Context: an optimization exercise on an open-source flow, tuned for small area. The choices shown serve that exercise and are no tape-out recipe. Only simulation tests tie the RTL to the original design; equivalence was not proved.

===== flow/config.mk =====
export PLATFORM = sky130hd
export DESIGN_NAME = div_top
export DESIGN_NICKNAME = div_top
export VERILOG_FILES = /design/flow/design.v
export SDC_FILE = /design/flow/constraint.sdc
export NUM_CORES = 4
export LEC_CHECK = 0
export ABC_AREA = 1
export CAP_MARGIN = 20
export CORE_MARGIN = 2
export CORE_UTILIZATION = 60
export GPL_TIMING_DRIVEN = 0
export SLEW_MARGIN = 20

===== flow/constraint.sdc =====
create_clock -name core_clock -period 16.0 [get_ports {i_clk}]
set_input_delay 3.2000 -clock core_clock [delete_from_list [all_inputs] [get_ports {i_clk}]]
set_output_delay 3.2000 -clock core_clock [all_outputs]
set_load 0.01 [all_outputs]

===== flow/design.v =====
`timescale 1ns/100ps
package div_pkg;
endpackage
`timescale 1ns/100ps
`default_nettype none
module div_top (
    input  wire        i_clk,
    input  wire        i_rst,
    input  wire        en,
    input  wire [15:0] a,
    input  wire [15:0] b,
    output logic       done,
    output logic [15:0] result
);
    function automatic logic [26:0] rca27(input logic [26:0] p, input logic [26:0] q, input logic ci);
        logic c;
        c = ci;
        for (int j = 0; j < 27; j++) begin
            rca27[j] = p[j] ^ q[j] ^ c;
            c = (p[j] & q[j]) | (c & (p[j] ^ q[j]));
        end
    endfunction
    function automatic logic [53:0] csa27(input logic [26:0] p, input logic [26:0] q, input logic [26:0] r, input logic ci);
        logic [26:0] s;
        logic [26:0] c;
        s = p ^ q ^ r;
        c = {((p[25:0] & q[25:0]) | (p[25:0] & r[25:0]) | (q[25:0] & r[25:0])), ci};
        csa27 = {c, s};
    endfunction
    function automatic logic [26:0] csel27(input logic [26:0] p, input logic [26:0] q, input logic ci);
        logic c;
        logic cz;
        logic run;
        logic [26:0] h;
        c = ci;
        for (int j = 0; j < 9; j++) begin
            csel27[j] = p[j] ^ q[j] ^ c;
            c = (p[j] & q[j]) | (c & (p[j] ^ q[j]));
        end
        cz = 1'b0;
        for (int j = 9; j < 18; j++) begin
            h[j] = p[j] ^ q[j] ^ cz;
            cz = (p[j] & q[j]) | (cz & (p[j] ^ q[j]));
        end
        run = c;
        for (int j = 9; j < 18; j++) begin
            csel27[j] = h[j] ^ run;
            run = run & h[j];
        end
        c = cz | run;
        cz = 1'b0;
        for (int j = 18; j < 27; j++) begin
            h[j] = p[j] ^ q[j] ^ cz;
            cz = (p[j] & q[j]) | (cz & (p[j] ^ q[j]));
        end
        run = c;
        for (int j = 18; j < 27; j++) begin
            csel27[j] = h[j] ^ run;
            run = run & h[j];
        end
        c = cz | run;
    endfunction
    logic [1:0] phase;
    always_ff @(posedge i_clk or posedge i_rst) begin
        if (i_rst) phase <= 2'd0;
        else if (en) phase <= phase + 2'd1;
    end
    assign done = (phase == 2'd3);
    logic [3:0] lead;
    always_comb begin
        lead = 4'd14;
        for (int i = 0; i < 16; i++) if (b[i]) lead = 4'(i);
    end
    wire [3:0]  nsh = ~lead;
    wire [26:0] nrm = {{4{a[15]}}, a, 7'b0} << nsh;
    wire [15:0] bn  = b << nsh;
    wire [3:0]  cidx = bn[14:11];
    logic [26:0] x;
    logic [3:0] cq;
    logic [3:0] fq;
    logic bq;
    wire load = (phase == 2'd0);
    wire [26:0] src = load ? {4'b0, 1'b1, bn[14:0], 7'b0} : x;
    wire [5:0] key = phase[1] ? {1'b1, bq, fq} : {2'b00, (load ? cidx : cq)};
    logic [8:0] s0_sel;
    logic s0_neg;
    logic [8:0] s1_sel;
    logic s1_neg;
    logic [10:0] s2_sel;
    logic s2_neg;
    logic [7:0] s3_sel;
    logic s3_neg;
    always_comb begin
        s0_sel = '0; s0_neg = 1'b0;
        s1_sel = '0; s1_neg = 1'b0;
        s2_sel = '0; s2_neg = 1'b0;
        s3_sel = '0; s3_neg = 1'b0;
        case (key)
            6'd1: begin s0_sel[2] = 1'b1; s0_neg = 1'b1; s1_sel[3] = 1'b1; s1_neg = 1'b1; s2_sel[4] = 1'b1; s2_neg = 1'b1; end
            6'd2: begin s0_sel[4] = 1'b1; s0_neg = 1'b1; s1_sel[0] = 1'b1; s1_neg = 1'b1; s2_sel[8] = 1'b1; s2_neg = 1'b1; end
            6'd3: begin s0_sel[1] = 1'b1; s0_neg = 1'b1; s1_sel[1] = 1'b1; s2_sel[5] = 1'b1; end
            6'd4: begin s0_sel[1] = 1'b1; s0_neg = 1'b1; s2_sel[2] = 1'b1; end
            6'd5: begin s1_sel[4] = 1'b1; s1_neg = 1'b1; s2_sel[9] = 1'b1; s3_sel[0] = 1'b1; s3_neg = 1'b1; end
            6'd6: begin s0_sel[4] = 1'b1; s0_neg = 1'b1; s1_sel[2] = 1'b1; s1_neg = 1'b1; s3_sel[0] = 1'b1; s3_neg = 1'b1; end
            6'd7: begin s0_sel[1] = 1'b1; s0_neg = 1'b1; s1_sel[4] = 1'b1; s1_neg = 1'b1; s2_sel[0] = 1'b1; s2_neg = 1'b1; end
            6'd8: begin s0_sel[1] = 1'b1; s0_neg = 1'b1; s1_sel[2] = 1'b1; s1_neg = 1'b1; s2_sel[0] = 1'b1; s2_neg = 1'b1; end
            6'd9: begin s0_sel[1] = 1'b1; s0_neg = 1'b1; s1_sel[0] = 1'b1; s1_neg = 1'b1; s2_sel[9] = 1'b1; end
            6'd10: begin s0_sel[1] = 1'b1; s0_neg = 1'b1; s1_sel[0] = 1'b1; s1_neg = 1'b1; s3_sel[4] = 1'b1; s3_neg = 1'b1; end
            6'd11: begin s0_sel[0] = 1'b1; s0_neg = 1'b1; s1_sel[1] = 1'b1; s2_sel[3] = 1'b1; end
            6'd12: begin s0_sel[0] = 1'b1; s0_neg = 1'b1; s1_sel[1] = 1'b1; end
            6'd13: begin s0_sel[0] = 1'b1; s0_neg = 1'b1; s1_sel[5] = 1'b1; s2_sel[2] = 1'b1; end
            6'd14: begin s0_sel[0] = 1'b1; s0_neg = 1'b1; s1_sel[5] = 1'b1; s2_sel[3] = 1'b1; end
            6'd15: begin s0_sel[0] = 1'b1; s0_neg = 1'b1; s1_sel[5] = 1'b1; end
            6'd33: begin s2_sel[4] = 1'b1; s2_neg = 1'b1; end
            6'd34: begin s1_sel[3] = 1'b1; s1_neg = 1'b1; s2_sel[10] = 1'b1; end
            6'd35: begin s1_sel[3] = 1'b1; s1_neg = 1'b1; s2_sel[4] = 1'b1; s2_neg = 1'b1; s3_sel[7] = 1'b1; end
            6'd36: begin s0_sel[7] = 1'b1; s2_sel[1] = 1'b1; s2_neg = 1'b1; end
            6'd37: begin s0_sel[8] = 1'b1; s0_neg = 1'b1; s1_sel[2] = 1'b1; s1_neg = 1'b1; s2_sel[6] = 1'b1; s2_neg = 1'b1; s3_sel[5] = 1'b1; s3_neg = 1'b1; end
            6'd38: begin s0_sel[6] = 1'b1; s1_sel[8] = 1'b1; s2_sel[1] = 1'b1; s2_neg = 1'b1; s3_sel[4] = 1'b1; s3_neg = 1'b1; end
            6'd39: begin s0_sel[5] = 1'b1; s0_neg = 1'b1; s1_sel[3] = 1'b1; s1_neg = 1'b1; s2_sel[1] = 1'b1; s2_neg = 1'b1; s3_sel[6] = 1'b1; s3_neg = 1'b1; end
            6'd40: begin s0_sel[2] = 1'b1; s0_neg = 1'b1; s1_sel[6] = 1'b1; s1_neg = 1'b1; s2_sel[7] = 1'b1; end
            6'd41: begin s0_sel[2] = 1'b1; s0_neg = 1'b1; s1_sel[6] = 1'b1; s1_neg = 1'b1; s2_sel[8] = 1'b1; s2_neg = 1'b1; s3_sel[6] = 1'b1; s3_neg = 1'b1; end
            6'd42: begin s0_sel[4] = 1'b1; s0_neg = 1'b1; s1_sel[6] = 1'b1; s1_neg = 1'b1; s2_sel[0] = 1'b1; s2_neg = 1'b1; s3_sel[5] = 1'b1; s3_neg = 1'b1; end
            6'd43: begin s0_sel[2] = 1'b1; s0_neg = 1'b1; s1_sel[3] = 1'b1; s1_neg = 1'b1; s3_sel[6] = 1'b1; s3_neg = 1'b1; end
            6'd44: begin s0_sel[2] = 1'b1; s0_neg = 1'b1; s1_sel[4] = 1'b1; s1_neg = 1'b1; s2_sel[10] = 1'b1; s3_sel[4] = 1'b1; s3_neg = 1'b1; end
            6'd45: begin s0_sel[7] = 1'b1; s1_sel[2] = 1'b1; s1_neg = 1'b1; s2_sel[0] = 1'b1; s2_neg = 1'b1; s3_sel[7] = 1'b1; end
            6'd46: begin s0_sel[2] = 1'b1; s0_neg = 1'b1; s1_sel[2] = 1'b1; s1_neg = 1'b1; s2_sel[6] = 1'b1; s2_neg = 1'b1; s3_sel[6] = 1'b1; s3_neg = 1'b1; end
            6'd47: begin s0_sel[3] = 1'b1; s1_sel[0] = 1'b1; s1_neg = 1'b1; s2_sel[7] = 1'b1; s3_sel[7] = 1'b1; end
            6'd49: begin s1_sel[5] = 1'b1; end
            6'd50: begin s0_sel[3] = 1'b1; s1_sel[7] = 1'b1; end
            6'd51: begin s0_sel[3] = 1'b1; s1_sel[5] = 1'b1; s3_sel[7] = 1'b1; end
            6'd52: begin s0_sel[7] = 1'b1; s2_sel[2] = 1'b1; end
            6'd53: begin s0_sel[7] = 1'b1; s1_sel[5] = 1'b1; s2_sel[2] = 1'b1; s3_sel[7] = 1'b1; end
            6'd54: begin s0_sel[3] = 1'b1; s1_sel[7] = 1'b1; s2_sel[9] = 1'b1; s3_sel[3] = 1'b1; end
            6'd55: begin s0_sel[8] = 1'b1; s0_neg = 1'b1; s1_sel[6] = 1'b1; s1_neg = 1'b1; s2_sel[6] = 1'b1; s2_neg = 1'b1; s3_sel[2] = 1'b1; end
            6'd56: begin s1_sel[7] = 1'b1; s2_sel[7] = 1'b1; s3_sel[2] = 1'b1; end
            6'd57: begin s0_sel[8] = 1'b1; s0_neg = 1'b1; s1_sel[1] = 1'b1; s2_sel[3] = 1'b1; s3_sel[5] = 1'b1; s3_neg = 1'b1; end
            6'd58: begin s0_sel[4] = 1'b1; s0_neg = 1'b1; s1_sel[1] = 1'b1; s2_sel[2] = 1'b1; s3_sel[6] = 1'b1; s3_neg = 1'b1; end
            6'd59: begin s1_sel[7] = 1'b1; s2_sel[2] = 1'b1; s3_sel[2] = 1'b1; end
            6'd60: begin s0_sel[6] = 1'b1; s1_sel[1] = 1'b1; s2_sel[5] = 1'b1; s3_sel[3] = 1'b1; end
            6'd61: begin s0_sel[4] = 1'b1; s0_neg = 1'b1; s1_sel[6] = 1'b1; s1_neg = 1'b1; s2_sel[6] = 1'b1; s2_neg = 1'b1; s3_sel[1] = 1'b1; end
            6'd62: begin s1_sel[6] = 1'b1; s1_neg = 1'b1; s2_sel[8] = 1'b1; s2_neg = 1'b1; s3_sel[1] = 1'b1; end
            6'd63: begin s2_sel[5] = 1'b1; s3_sel[1] = 1'b1; end
            default: ;
        endcase
    end
    wire signed [26:0] srcs = src;
    logic [26:0] t0;
    always_comb begin
        t0 = '0;
        if (s0_sel[0]) t0 = t0 | ~(27'(srcs >>> 1));
        if (s0_sel[1]) t0 = t0 | ~(27'(srcs >>> 2));
        if (s0_sel[2]) t0 = t0 | ~(27'(srcs >>> 4));
        if (s0_sel[3]) t0 = t0 | (27'(srcs >>> 6));
        if (s0_sel[4]) t0 = t0 | ~(27'(srcs >>> 7));
        if (s0_sel[5]) t0 = t0 | ~(27'(srcs >>> 8));
        if (s0_sel[6]) t0 = t0 | (27'(srcs >>> 9));
        if (s0_sel[7]) t0 = t0 | (27'(srcs >>> 10));
        if (s0_sel[8]) t0 = t0 | ~(27'(srcs >>> 11));
    end
    logic [26:0] t1;
    always_comb begin
        t1 = '0;
        if (s1_sel[0]) t1 = t1 | ~(27'(srcs >>> 3));
        if (s1_sel[1]) t1 = t1 | (27'(srcs >>> 4));
        if (s1_sel[2]) t1 = t1 | ~(27'(srcs >>> 5));
        if (s1_sel[3]) t1 = t1 | ~(27'(srcs >>> 6));
        if (s1_sel[4]) t1 = t1 | ~(27'(srcs >>> 7));
        if (s1_sel[5]) t1 = t1 | (27'(srcs >>> 7));
        if (s1_sel[6]) t1 = t1 | ~(27'(srcs >>> 12));
        if (s1_sel[7]) t1 = t1 | (27'(srcs >>> 12));
        if (s1_sel[8]) t1 = t1 | (27'(srcs >>> 13));
    end
    logic [26:0] t2;
    always_comb begin
        t2 = '0;
        if (s2_sel[0]) t2 = t2 | ~(27'(srcs >>> 4));
        if (s2_sel[1]) t2 = t2 | ~(27'(srcs >>> 5));
        if (s2_sel[2]) t2 = t2 | (27'(srcs >>> 5));
        if (s2_sel[3]) t2 = t2 | (27'(srcs >>> 6));
        if (s2_sel[4]) t2 = t2 | ~(27'(srcs >>> 7));
        if (s2_sel[5]) t2 = t2 | (27'(srcs >>> 7));
        if (s2_sel[6]) t2 = t2 | ~(27'(srcs >>> 8));
        if (s2_sel[7]) t2 = t2 | (27'(srcs >>> 8));
        if (s2_sel[8]) t2 = t2 | ~(27'(srcs >>> 9));
        if (s2_sel[9]) t2 = t2 | (27'(srcs >>> 9));
        if (s2_sel[10]) t2 = t2 | (27'(srcs >>> 12));
    end
    logic [26:0] t3;
    always_comb begin
        t3 = '0;
        if (s3_sel[0]) t3 = t3 | ~(27'(srcs >>> 2));
        if (s3_sel[1]) t3 = t3 | (27'(srcs >>> 3));
        if (s3_sel[2]) t3 = t3 | (27'(srcs >>> 4));
        if (s3_sel[3]) t3 = t3 | (27'(srcs >>> 5));
        if (s3_sel[4]) t3 = t3 | ~(27'(srcs >>> 6));
        if (s3_sel[5]) t3 = t3 | ~(27'(srcs >>> 9));
        if (s3_sel[6]) t3 = t3 | ~(27'(srcs >>> 10));
        if (s3_sel[7]) t3 = t3 | (27'(srcs >>> 11));
    end
    wire [53:0] c1 = csa27(src, t0, t1, s0_neg);
    wire [53:0] c2 = csa27(c1[26:0], c1[53:27], t2, s1_neg);
    wire [53:0] c3 = csa27(c2[26:0], c2[53:27], t3, s2_neg);
    wire [26:0] y = csel27(c3[26:0], c3[53:27], s3_neg);
    wire        dbl  = ~y[22];
    wire [21:0] dmag = dbl ? (~y[21:0] + 22'd1) : y[21:0];
    wire [4:0]  drn  = dmag[18:14] + 5'd1;
    wire [3:0]  fidx = bn[15] ? drn[4:1] : 4'd0;
    always_ff @(posedge i_clk) begin
        if (en) begin
            case (phase)
                2'd0: begin x <= nrm; cq <= cidx; fq <= fidx; bq <= dbl; end
                2'd1, 2'd2: x <= y;
                default: ;
            endcase
        end
    end
    assign result = x[23:8];
endmodule
`default_nettype wire

===== flow/run.sh =====
#!/bin/bash
# synth_recipe.tcl (not shown) runs the flow's synth.tcl, then flattens the netlist and writes it again
# the make line also repeats each setting of config.mk as NAME=value (left out here)
make -C /OpenROAD-flow-scripts/flow DESIGN_CONFIG=/design/flow/config.mk WORK_HOME=/design/flow/orfs CLKGATE_MAP_FILE= SYNTH_SCRIPT=/design/flow/synth_recipe.tcl finish

==> flow_summary_export.csv <==
group,metric,value,unit
status,status,"no timing/DRC/antenna violations",
yosys,synthTopCellsByCount,"nand2_1, inv_1, o22ai_1",
global_route,grt_max_degree,28,
yosys,syn_area,11930,um^2
cells_and_area,multi_input_area,9366,um^2
sta,finalCritPeriodShare,0.9817,
yosys,synth_seq_cells,38,
sta,setup_tns,0,ns
yosys,ys.warnings.count,1,
global_route,antenna_found_initial,1,
cells_and_area,fillers,1686,
placement,placed_cells,2074,
detailed_routing,dr.first_iter.drc_count,3576,
yosys,synth_fp_nets,1923,
clock_network,clk-insertion-delay-late,0.28,ns
critical_path,setup.worst_path.start,"b[2]",
cells_and_area,syn2layout_area_growth,12.81,%
clock_network,htreeDepth,2,
floorplanning,core,19460,um^2
detailed_routing,num_vias,15570,
detailed_routing,ant_nets,0,
yosys,async_flop_share,0.05263,
clock_network,ctsRootBufferMaster,"clkbuf_16",
yosys,synth_area_per_cell,6.791,um^2
placement,io_buffers,51,
yosys,yosysMostFrequentCell,"nand2_1",
placement,gp_congestion,1.155,
cells_and_area,drive_gt1_frac,0.1367,
yosys,synth_top_area_frac,0.1711,
floorplanning,io_pins,52,
critical_path,critPathCaptureType,"flip-flop",
cells_and_area,final_area,13460,um^2
yosys,postSynthCellCount,1757,
floorplanning,fp-row-count,51,
hold_path,hold_start,"phase[0]$_DFFE_PP0P_",
sta,period_needed,15.71,ns
sta,maxSlewHeadroom,0.1882,
global_route,gr-usage-all-layers,0.5283,
detailed_routing,post_drt_wl_per_cell,27.64,um
clock_network,clk_path_buf_depth,2,
critical_path,crit_fanout,9,
sta,setup_viol,0,
yosys,seq_area_frac_synth,0.09480,
detailed_routing,dr.pass1.iters,17,
critical_path,required,16.02,ns
hold_path,hold_path_class,"flip-flop to flip-flop",
global_route,grt_overflow,0,
sta,fin_skew,0.005758,ns
floorplanning,die_w,145.0,um
cells_and_area,nNetsFinal,1995,
detailed_routing,wl,57.94,mm
yosys,synth.largest_area_cell,"fa_1",
detailed_routing,viasPerCell,7.430,
yosys,netlist-cell-type-count,65,
clock_network,cts_tree,"built",
floorplanning,dieArea,21030,um^2
sta,max_freq,0.06366,GHz
clock_network,cts_sinks,38,
yosys,netlist_top_cells_area,"fa_1, nand2_1, edfxtp_1",
placement,placed_cell_area,12800,um^2
critical_path,r2r-start,"phase[1]$_DFFE_PP0P_",
global_route,grt_pass1_wl,85.84,mm
clock_network,cts_buffers,5,
yosys,synth-edff-count,36,
critical_path,cp_common_cell,"nand2_1",
sta,final-hold-violation-count,0,
critical_path,crit_type,"input pin to flip-flop",
sta,worstMarginPinSlew,1.187,ns
global_route,grt_pass1_vias,14530,
cells_and_area,regArea,1131,um^2
placement,dp_hpwl,43.52,mm
floorplanning,die_y,145.0,um
floorplanning,initial_utilization,0.6131,
critical_path,worstPathArrival,15.73,ns
sta,finalMaxSlewViolations,0,
critical_path,max_stage_delay,0.61,ns
cells_and_area,layoutNonFillerInstCount,2096,
clock_network,clkTransAtPathRegs,0.06,ns
clock_network,hold_buffers,0,
critical_path,worst_path_max_delay_cell,"clkinv_1",
yosys,ys_dominant_reg_cell,"edfxtp_1",
critical_path,cp-start-kind,"input pin",
job,cap_violations,0,
detailed_routing,drc,0,
==> final timing paths <==
| kind | to | slack (ns) | cells after the start |
|---|---|---|---|
| worst max-delay path | fq[3]$_SDFFCE_PN0P_ | 0.29 | 68 |
| worst min-delay path | phase[0]$_DFFE_PP0P_ | 0.55 | 1 |
| worst max register to register | fq[3]$_SDFFCE_PN0P_ | 3.03 | 56 |
| worst min register to register | phase[0]$_DFFE_PP0P_ | 0.55 | 1 |
| max in group asynchronous | phase[1]$_DFFE_PP0P_ | 12.83 | 2 |
| min in group asynchronous | phase[0]$_DFFE_PP0P_ | 3.06 | 2 |
==> critical path: cells and delay by family <==
kind | cells | cell delay [ns]
compound gates | 8 | 1.69
xor+xnor | 2 | 0.38
buf+inv | 10 | 1.92
simple gates | 22 | 1.77
fa+ha+maj | 26 | 6.73
==> final cells by class <==
cell class | count | area share
multi-input combinational | 1292 | 0.6959
sequential | 38 | 0.08403
inverter | 276 | 0.07808
buffer | 150 | 0.05875
timing repair buffer | 66 | 0.04648
tap | 265 | 0.02463
clock buffer | 5 | 0.009295
clock inverter | 2 | 0.002510
antenna | 2 | 0.0003718
==> cell usage in the layout (no fill, tap or decap), types with 24 or more instances in the layout <==
| cell | synthesis | final |
|---|---|---|
| nand2_1 | 328 | 318 |
| inv_1 | 245 | 237 |
| o22ai_1 | 134 | 132 |
| o21ai_0 | 105 | 101 |
| fa_1 | 102 | 95 |
| nand3_1 | 95 | 85 |
| clkbuf_1 | 84 | 81 |
| a21oi_1 | 79 | 78 |
| nor2_1 | 74 | 73 |
| o221ai_1 | 62 | 62 |
| clkdlybuf4s50_1 | 0 | 51 |
| buf_4 | 22 | 40 |
| edfxtp_1 | 36 | 36 |
| nand2_2 | 30 | 32 |
| o2111ai_1 | 25 | 25 |
| buf_2 | 32 | 24 |
| nand3_2 | 15 | 24 |
==> state kept, by name (all words and copies together) (netlist names) <==
| signal | flops |
|---|---|
| x | 27 |
| bq | 1 |
| fq | 4 |
| cq | 4 |
| phase | 2 |
==> what timing repair did <==
action	CTS	global route
cloned	1	0
pin swaps	8	18
buffers inserted	5	9
setup endpoints to repair	9	8
gates resized for setup	45	58
==> layer usage <==
metal  wire length [um]  up-vias  global-route usage  share of wire
met4               5703        2              0.3396          0.098
met2              22610     1731              0.7333           0.39
met1              18890     6966              0.6543           0.33
met5                 18        -                   0        0.00031
met3              10720      573              0.2497           0.18
li1                   -     6301                   -              -
==> cells by family (layout without fill, tap and decap cells) <==
group,count (synthesis),after routing,share of synthesized area
other cells,0,2,0
fa+ha+maj,131,131,0.2016
compound gates,533,533,0.3022
buf+inv,428,499,0.1503
mux,4,4,0.003356
xor+xnor,11,11,0.008074
simple gates,612,613,0.2397
flops,38,38,0.09480
==> stage by stage <==
stage	hold slack [ns]	worst slack, ns	util
2_1_floorplan	0.4661	1.103	-
3_3_place_gp	0.4913	-1.079	0.6563
3_5_place_dp	0.5241	-1.335	0.6575
4_1_cts	0.5380	0.004528	0.6754
5_1_grt	0.5726	-0.08103	0.6914
6_report	0.5536	0.2927	0.6916

re-timing with driven ports:
The flow's constraints put no driver on any port. The routed layout listed below was extracted and timed again, unchanged, in two steps. Step 1, drivers: a clkbuf_16 drives i_clk and a buf_2 each remaining input, both assumed. Step 2 adds t to the input delays and takes it off the output delays; t is the mean of the earliest and latest rising clock arrival at the registers after step 1. Input paths then give back, and output paths get back, about the clock's delay inside the block. Slacks: no drivers / after step 1 / after step 2; pairs: no drivers / after step 1.
t (ns): 0.320
slack for setup (ns): 0.293 / 0.310 / -0.010
worst hold slack (ns): 0.554 / 0.554 / 0.554
worst setup path at the end: input to register
worst slew at a driven data input, ns: 0.04
Met with ideal ports but missed after step 2: setup timing in this run. The setup slack of this run moves by +0.017 ns with the drivers and by -0.303 ns with both steps.
